Background: an optimization exercise with open tools, aiming at small area, a short achievable clock period and few clock cycles per item. Do not read the settings as production practice.
At most, simulation tests tie the RTL to the original design; equivalence was not proved.
Power and IR drop assume default switching activity.

## north
==> flow/design.v (excerpt) <==
module evt_router_top
#(
  parameter int NUM_MREGS    = 4,
  parameter int NUM_RREGS    = 16,
  parameter int NUM_CHANNELS = 8
)
(
  input  logic                        pl_clk0_buf_int,
  input  logic                        rst_n,
  input  logic                        cfg_wr,
  input  evt_router_pkg::cfg_addr_t   cfg_addr,
  input  evt_router_pkg::key_t        cfg_wdata,
  input  logic                        evt_vld,
  input  evt_router_pkg::evt_t        evt_data,
  output logic                        evt_rdy,
  output logic [NUM_CHANNELS-1:0]     ch_vld,
  output logic [NUM_CHANNELS*32-1:0] ch_key,    
  input  logic [NUM_CHANNELS-1:0]     ch_rdy,
  output evt_router_pkg::count_t      unmatched_cnt,
  output evt_router_pkg::count_t      dropped_cnt
);
Size: ~5900 cells after synthesis, ~1900 flip-flops, ~410 I/O pins, ~0.077 mm^2 of cells after synthesis.
Settings: LEC_CHECK=0, ABC_CLOCK_PERIOD_IN_PS=2500, CAP_MARGIN=20, CORE_MARGIN=2, CORE_UTILIZATION=40, CTS_BUF_LIST=sky130_fd_sc_hd__clkbuf_8, SETUP_SLACK_MARGIN=2.75, SLEW_MARGIN=20, TNS_END_PERCENT=0; clock period 5.5 ns.
standard.sh (not shown) runs the stock make flow with config.mk's settings and CLKGATE_MAP_FILE= SYNTH_SCRIPT=/design/flow/synth_recipe.tcl, a recipe that flattens the netlist after the stock synthesis.
==> flow/flow/run.sh <==
#!/bin/bash
# The standard layout, with plain buffers on the ports: ORFS's buffer_ports
# otherwise picks a delay cell (clkdlybuf4s50_1) for every port buffer.
set -euo pipefail
cd "$(dirname "$0")/.."
export BUFFER_PORTS_ARGS="-buffer_cell sky130_fd_sc_hd__buf_2"
bash standard.sh > make_finish.log 2>&1
north ended with every stage complete and zero timing, DRC or antenna violations.
Testbench counts of north, summed over its fixed seeds: cycles 17,130, items 16,000.
Input changes introduced in south (baseline for comparison: north):
Settings: SETUP_SLACK_MARGIN now 2.9, was 2.75.
==> comparison <==
- south finished every step from synthesis to the final layout, and the layout passed the timing, design-rule and antenna checks.
- Final non-filler cell area across south and north: no real change.
- south against north: total routed wirelength went up, hold slack went up by 8.5 ps, utilization comparable.
- Total power: south vs north — no meaningful difference
- Higher logic gate share of total power among south and north: south
- Diff north -> south | area growth from synthesis to layout | increase of 0.24 points
- Relative to north, post-route clock period utilization has decreased by 0.31 points in south.
- Leakage power of south is on par with north.
> inputs changed (south -> east)
Settings: removing CTS_BUF_LIST (formerly sky130_fd_sc_hd__clkbuf_8).
Notes after the runs:
The flow did not stop early for east: all stages ran, and the layout cleared the timing, design-rule and antenna checks. east vs. south: share of total power in combinational logic went down by 0.4 points; summed area of non-filler cells in the final layout was more or less identical; share of the clock period used by the worst path after layout now smaller; least setup slack across all paths after layout now larger; combined area of the multi-input logic cells dropped about 0.37%. As of east, total power had risen by a few percent compared to south. Sort east and south by largest buffer count on any clock path desc -> top: south. Area share of buffers outside the clock network sits lower in east than in south. In east, the via count came out 905 below the value in south.

---

== job 915 ==
Another version of the RTL of evt_router_top (not shown whole).
For scale: about 410 I/O pins.
clock: 5.5 ns
lec_check: 0
abc_clock_period_in_ps: 2500
cap_margin: 20
core_margin: 2
core_utilization: 55
cts_buf_list: sky130_fd_sc_hd__clkbuf_8
place_density: 0.7
setup_slack_margin: 2.9
slew_margin: 20
tns_end_percent: 0
Scripts as last shown in full above: flow/flow/run.sh
Job 915 finished all stages; the layout is clean.
--- input diff job 915..job 2942 ---
Settings: swapping 55 for 40 in CORE_UTILIZATION; clearing CTS_BUF_LIST, which used to be sky130_fd_sc_hd__clkbuf_8; clearing PLACE_DENSITY, which used to be 0.7.
Job 2942 finished every step from synthesis to the final layout, and the layout passed the timing, design-rule and antenna checks.
HPWL after detailed placement on job 2942 is behind job 915.
Core outline area (job 2942 over job 915): increase, 53000 um^2
[compare] base=job 915 new=job 2942: area of the die up about 37%, buffer count excluding the clock tree in the final layout saw an increase, clock network fraction of design power shows an increase of 3.5 points, design area +about 2.1%, final routed wirelength across all metal layers shows an increase of 18000 um.
[inputs] job 5188 vs job 2942
Settings: CTS_BUF_LIST newly set to sky130_fd_sc_hd__clkbuf_8.
==> run summary <==
- cd.t_ch[0][5] as the capturing instance or port of the critical path was reported by job 2942, and cd.t_rem[1][9] by job 5188.
- Job 5188 closes out successfully: all stages finished, all timing, DRC and antenna checks passed.
- The lower total length of routed met2 wires came out of job 2942.
- Comparing job 2942 and job 5188, the higher fraction of area in registers was measured on job 5188.
- Reported for job 2942 and job 5188, die area turned out identical to the last digit.
No functional check of the RTL was part of any run of this note.

==> what the ideal ports hide <==
In the flow no input, the clock included, has a driving cell. The finished layouts below were timed again as built, in two steps. Step 1, drivers: a clkbuf_16 drives pl_clk0_buf_int and a buf_2 each remaining input, both assumed. Step 2, shift: input delay + t, output delay - t, t = (earliest + latest rising clock arrival at the registers) / 2. This alone moves slack from input paths to output paths. Slacks: ideal / step 1 / step 2; pairs: ideal / step 1.
run | t (ns) | setup WS [ns] | latest minus earliest clock arrival (ns)
north | 1.085 | 2.487 / 2.478 / 1.939 | 0.089 / 0.089
south | 1.078 | 2.504 / 2.504 / 1.928 | 0.085 / 0.084
east | 0.911 | 2.524 / 2.524 / 1.885 | 0.048 / 0.047
job 915 | 1.055 | 2.259 / 2.259 / 1.400 | 0.080 / 0.080
job 2942 | 0.915 | 2.394 / 2.433 / 1.524 | 0.063 / 0.062
job 5188 | 1.089 | 2.484 / 2.484 / 1.575 | 0.081 / 0.081
After both steps setup and hold are still met in every run listed. For job 5188, which loses most, drivers alone change the setup slack by 0.000 ns; drivers and shift together by -0.909 ns.
